What follows belongs to an exercise in optimizing a design on an open flow for small area; a production flow would make more cautious choices.
In this exercise RTL edits were held to simulation tests only and were not proved equivalent to the original.

==> run E <==
==> flow/design.v (excerpt) <==
module cordic_top (
    input  logic               i_clk,
    input  logic               i_reset,
    input  logic               i_valid,
    input  logic signed [31:0] i_x,
    input  logic signed [31:0] i_y,
    input  logic signed [31:0] i_angle,
    output logic               o_valid,
    output logic signed [31:0] o_x,
    output logic signed [31:0] o_y
);
    logic [1:0] q0;
    assign q0 = i_angle[31:30];
    logic flip0, odd0, exact0;
    assign flip0  = q0[1] ^ q0[0];
    assign odd0   = q0[0];
    assign exact0 = (i_angle[29:0] == 30'd0);
    logic ny0;
    assign ny0 = exact0 ? q0[1] : flip0;   
    logic signed [30:0] z0;
    assign z0 = {i_angle[30], i_angle[29:0]};   
    logic signed [31:0] xex, yex;
    assign xex = odd0 ? {i_y[30:0], 1'b0} : {i_x[30:0], 1'b0};
    assign yex = odd0 ? {i_x[30:0], 1'b0} : {i_y[30:0], 1'b0};
    logic d0;
    assign d0 = z0[30];
    logic signed [29:0] z1;
    logic signed [29:0] zp1, zm1;
    assign zp1 = 30'(add_c(32'(z0), 32'd536870912, 1'b0));
    assign zm1 = 30'(add_c(32'(z0), ~32'd536870912, 1'b1));
    assign z1 = d0 ? zp1 : zm1;
    logic d1;
    assign d1 = z1[29];
    logic p0;
    assign p0 = ~d0;
    logic signed [31:0] xf0, yf0;
    assign xf0 = i_x;
    assign yf0 = i_y ^ {32{p0}};
    logic signed [29:0] z2;
    logic signed [29:0] zp2, zm2;
    assign zp2 = 30'(add_c(32'(z1), 32'd316933406, 1'b0));
    assign zm2 = 30'(add_c(32'(z1), ~32'd316933406, 1'b1));
    assign z2 = d1 ? zp2 : zm2;
    logic d2;
    assign d2 = z2[29];
    logic signed [31:0] x1, y1, tx0, ty0;
    assign ty0 = yf0 >>> 0;
    assign tx0 = xf0 >>> 0;
    logic fy0;
    assign fy0 = d0 ^ ~d1;
    logic cx1, cy1;
    assign x1 = add_c(xf0, ty0, p0);
  ...
clock: 6.0 ns
lec_check: 0
cap_margin: 20
core_margin: 2
core_utilization: 60
gpl_timing_driven: 0
slew_margin: 20
run.sh (not shown) runs the stock make flow with config.mk's settings and CLKGATE_MAP_FILE= SYNTH_SCRIPT=/design/flow/synth_recipe.tcl, a recipe that flattens the netlist after the stock synthesis.
==> run R (differences from run E) <==
--- a/flow/design.v
+++ b/flow/design.v
@@ -634,22 +634,30 @@
     assign gs3x = x_r18 >>> 6;
     assign gt3x = gs3x & {31{~ex_r18}};
     assign g3x = 31'(add_c(32'(x_r18), 32'(gt3x), cx_r18 & ~ex_r18));
     logic signed [30:0] g3y, gt3y, gs3y;
     assign gs3y = y_r18 >>> 6;
     assign gt3y = gs3y & {31{~ex_r18}};
     assign g3y = 31'(add_c(32'(y_r18), 32'(gt3y), cy_r18 & ~ex_r18));
+    logic signed [30:0] x_r19;
+    logic signed [30:0] y_r19;
+    logic [0:0] cx_r19;
+    logic [0:0] cy_r19;
+    logic [0:0] flip_r19;
+    logic [0:0] ex_r19;
+    logic [0:0] q1_r19;
+    logic v_r19;
     logic signed [30:0] g4x, gt4x, gs4x;
-    assign gs4x = g3x >>> 9;
-    assign gt4x = gs4x & {31{~ex_r18}};
-    assign g4x = 31'(add_c(32'(g3x), 32'(gt4x), cx_r18 & ~ex_r18));
+    assign gs4x = x_r19 >>> 9;
+    assign gt4x = gs4x & {31{~ex_r19}};
+    assign g4x = 31'(add_c(32'(x_r19), 32'(gt4x), cx_r19 & ~ex_r19));
     logic signed [30:0] g4y, gt4y, gs4y;
-    assign gs4y = g3y >>> 9;
-    assign gt4y = gs4y & {31{~ex_r18}};
-    assign g4y = 31'(add_c(32'(g3y), 32'(gt4y), cy_r18 & ~ex_r18));
+    assign gs4y = y_r19 >>> 9;
+    assign gt4y = gs4y & {31{~ex_r19}};
+    assign g4y = 31'(add_c(32'(y_r19), 32'(gt4y), cy_r19 & ~ex_r19));
     logic signed [30:0] x_r20;
     logic signed [30:0] y_r20;
     logic [0:0] cx_r20;
     logic [0:0] cy_r20;
     logic [0:0] flip_r20;
     logic [0:0] ex_r20;
     logic [0:0] q1_r20;
@@ -658,43 +666,57 @@
     assign gs5x = x_r20 >>> 10;
     assign gt5x = ~gs5x & {31{~ex_r20}};
     assign g5x = 31'(add_c(32'(x_r20), 32'(gt5x), ~cx_r20 & ~ex_r20));
     logic signed [30:0] g5y, gt5y, gs5y;
     assign gs5y = y_r20 >>> 10;
     assign gt5y = ~gs5y & {31{~ex_r20}};
     assign g5y = 31'(add_c(32'(y_r20), 32'(gt5y), ~cy_r20 & ~ex_r20));
+    logic signed [30:0] x_r21;
+    logic signed [30:0] y_r21;
+    logic [0:0] cx_r21;
+    logic [0:0] cy_r21;
+    logic [0:0] flip_r21;
+    logic [0:0] ex_r21;
+    logic [0:0] q1_r21;
+    logic v_r21;
     logic signed [30:0] g6x, gt6x, gs6x;
-    assign gs6x = g5x >>> 11;
-    assign gt6x = ~gs6x & {31{~ex_r20}};
-    assign g6x = 31'(add_c(32'(g5x), 32'(gt6x), ~cx_r20 & ~ex_r20));
+    assign gs6x = x_r21 >>> 11;
+    assign gt6x = ~gs6x & {31{~ex_r21}};
+    assign g6x = 31'(add_c(32'(x_r21), 32'(gt6x), ~cx_r21 & ~ex_r21));
     logic signed [30:0] g6y, gt6y, gs6y;
-    assign gs6y = g5y >>> 11;
-    assign gt6y = ~gs6y & {31{~ex_r20}};
-    assign g6y = 31'(add_c(32'(g5y), 32'(gt6y), ~cy_r20 & ~ex_r20));
+    assign gs6y = y_r21 >>> 11;
+    assign gt6y = ~gs6y & {31{~ex_r21}};
+    assign g6y = 31'(add_c(32'(y_r21), 32'(gt6y), ~cy_r21 & ~ex_r21));
+    logic pax, pbx;
+    assign pax = cx_r21 ^ flip_r21;
+    assign pbx = ex_r21 ? ~flip_r21 : ~(cx_r21 ^ flip_r21);
+    logic pay, pby;
+    assign pay = cy_r21 ^ q1_r21;
+    assign pby = ex_r21 ? ~q1_r21 : ~(cy_r21 ^ q1_r21);
     logic signed [30:0] x_r22;
     logic signed [30:0] y_r22;
     logic [0:0] cx_r22;
     logic [0:0] cy_r22;
+    logic [0:0] pax_r22;
+    logic [0:0] pbx_r22;
+    logic [0:0] pay_r22;
+    logic [0:0] pby_r22;
     logic [0:0] flip_r22;
     logic [0:0] ex_r22;
     logic [0:0] q1_r22;
     logic v_r22;
     logic signed [30:0] fax, fbx, fx, fsx;
-    logic fnx;
-    assign fnx = cx_r22 ^ flip_r22;
     assign fsx = x_r22 >>> 14;
-    assign fax = x_r22 ^ {31{fnx}};
-    assign fbx = ex_r22 ? {31{~flip_r22}} : (fsx ^ {31{~fnx}});
+    assign fax = x_r22 ^ {31{pax_r22}};
+    assign fbx = (fsx & {31{~ex_r22}}) ^ {31{pbx_r22}};
     assign fx = 31'(add_f(32'(fax), 32'(fbx), 1'b1));
     logic signed [30:0] fay, fby, fy, fsy;
-    logic fny;
-    assign fny = cy_r22 ^ q1_r22;
     assign fsy = y_r22 >>> 14;
-    assign fay = y_r22 ^ {31{fny}};
-    assign fby = ex_r22 ? {31{~q1_r22}} : (fsy ^ {31{~fny}});
+    assign fay = y_r22 ^ {31{pay_r22}};
+    assign fby = (fsy & {31{~ex_r22}}) ^ {31{pby_r22}};
     assign fy = 31'(add_f(32'(fay), 32'(fby), 1'b1));
     assign o_x = {fx[30], fx};
     assign o_y = {fy[30], fy};
     assign o_valid = v_r22;
     always_ff @(posedge i_clk) begin
         x_r1 <= xm2;
         y_r1 <= ym2;
@@ -820,28 +842,46 @@
         x_r18 <= g2x;
         y_r18 <= g2y;
         cx_r18 <= cx_r16;
         cy_r18 <= cy_r16;
         flip_r18 <= flip_r16;
         ex_r18 <= ex_r16;
         q1_r18 <= q1_r16;
+        x_r19 <= g3x;
+        y_r19 <= g3y;
+        cx_r19 <= cx_r18;
+        cy_r19 <= cy_r18;
+        flip_r19 <= flip_r18;
+        ex_r19 <= ex_r18;
+        q1_r19 <= q1_r18;
         x_r20 <= g4x;
         y_r20 <= g4y;
-        cx_r20 <= cx_r18;
-        cy_r20 <= cy_r18;
-        flip_r20 <= flip_r18;
-        ex_r20 <= ex_r18;
-        q1_r20 <= q1_r18;
+        cx_r20 <= cx_r19;
+        cy_r20 <= cy_r19;
+        flip_r20 <= flip_r19;
+        ex_r20 <= ex_r19;
+        q1_r20 <= q1_r19;
+        x_r21 <= g5x;
+        y_r21 <= g5y;
+        cx_r21 <= cx_r20;
+        cy_r21 <= cy_r20;
+        flip_r21 <= flip_r20;
+        ex_r21 <= ex_r20;
+        q1_r21 <= q1_r20;
         x_r22 <= g6x;
         y_r22 <= g6y;
-        cx_r22 <= cx_r20;
-        cy_r22 <= cy_r20;
-        flip_r22 <= flip_r20;
-        ex_r22 <= ex_r20;
-        q1_r22 <= q1_r20;
+        cx_r22 <= cx_r21;
+        cy_r22 <= cy_r21;
+        pax_r22 <= pax;
+        pbx_r22 <= pbx;
+        pay_r22 <= pay;
+        pby_r22 <= pby;
+        flip_r22 <= flip_r21;
+        ex_r22 <= ex_r21;
+        q1_r22 <= q1_r21;
     end
     always_ff @(posedge i_clk or negedge i_reset) begin
         if (!i_reset) begin
             v_r1 <= 1'b0;
             v_r3 <= 1'b0;
             v_r4 <= 1'b0;
             v_r6 <= 1'b0;
@@ -849,31 +889,35 @@
             v_r9 <= 1'b0;
             v_r10 <= 1'b0;
             v_r12 <= 1'b0;
             v_r13 <= 1'b0;
             v_r15 <= 1'b0;
             v_r16 <= 1'b0;
             v_r18 <= 1'b0;
+            v_r19 <= 1'b0;
             v_r20 <= 1'b0;
+            v_r21 <= 1'b0;
             v_r22 <= 1'b0;
         end else begin
             v_r1 <= i_valid;
             v_r3 <= v_r1;
             v_r4 <= v_r3;
             v_r6 <= v_r4;
             v_r7 <= v_r6;
             v_r9 <= v_r7;
             v_r10 <= v_r9;
             v_r12 <= v_r10;
             v_r13 <= v_r12;
             v_r15 <= v_r13;
             v_r16 <= v_r15;
             v_r18 <= v_r16;
-            v_r20 <= v_r18;
-            v_r22 <= v_r20;
+            v_r19 <= v_r18;
+            v_r20 <= v_r19;
+            v_r21 <= v_r20;
+            v_r22 <= v_r21;
         end
     end
     function automatic logic [31:0] add_c(input logic [31:0] a, input logic [31:0] b, input logic c);
         logic [31:0] p, g, gg, pp;
         p = a ^ b;
         g = a & b;
         g[0] = g[0] | (p[0] & c);
CORE_UTILIZATION = 45   (was 60)
CTS_BUF_LIST = sky130_fd_sc_hd__clkbuf_4 sky130_fd_sc_hd__clkbuf_8   (was default)
==> notes <==
Between run R and run E, the lower via count is in run R (gap about 0.66%, measured against run E).
Flip-flop and latch count: run E is lower than run R (136).
In run E the register-to-register slack is lower than in run R, by 590 ps.
Of run R and run E, run R has the higher die area (gap 36%, measured against run E).
Of run E and run R, run R has the higher final cell count (gap about 6.6%, measured against run R).
Run E finished but fails on negative setup slack. Run R completed without violations.
Count of clock-buffer cells in the layout: run R is higher than run E (143).
Worst setup slack: run E is worse than run R (530 ps).
In run R the critical path depth is lower than in run E, by 6.
==> figures <==
metric                                                          run R                       run E
Layout Area Growth over Synthesis                              13.00%                      14.00%
Count of unique library cells instantiated by Yosys                98                         111
Worst Path Required                                           6860 ps                     6660 ps
Global-route wire length before repair                      422300 um                   420400 um
Die Footprint                                              234000 um2                  172000 um2
Result of the run                            timing/DRC/antenna clean  complete, but fails checks
Layout check failures                                               -        negative setup slack
Non-clock buffer share                                         3.302%                      4.460%
Count of sequential standard cells                               1324                        1188
Terminus of the critical flop-to-flop path                  x_r10[15]                   y_r22[30]
Height of the die                                            483.7 um                    414.7 um
Reg-to-reg setup timing slack                                  230 ps                     -360 ps
Cell mode on critical path                                   o21bai_1                      a21o_1
Number of instances resized during post-cts repair                323                         441
Proportion of synthesized area in mux cells                    1.585%                      1.936%
Final net count                                                14.10k                      13.99k
Fraction of the mapped netlist area in simple logic gates      15.57%                      15.82%
Diodes inserted                                                     5                           2

[re-timing with driven ports]
Ports are ideal in the flow. The routed layouts listed here were re-timed in OpenROAD.
Step 1 assumes that a clkbuf_16 drives the clock port and a buf_2 every other input.
Step 2, shift: input delay + t, output delay - t, t = (earliest + latest rising clock arrival at the registers) / 2. This alone moves slack from input paths to output paths.
Slacks: ideal / step 1 / step 2; pairs: ideal / step 1.
run	t (ns)	setup WS [ns]	worst setup path at the end	pins driven straight from the clock port
run E	0.861	-0.358 / -0.376 / -0.652	input to register	1
run R	1.044	0.177 / 0.112 / -0.808	input to register	1
Met with ideal ports but missed after step 2: setup timing in run R. For run R, which loses most, drivers alone change the setup slack by -0.065 ns; drivers and shift together by -0.985 ns.
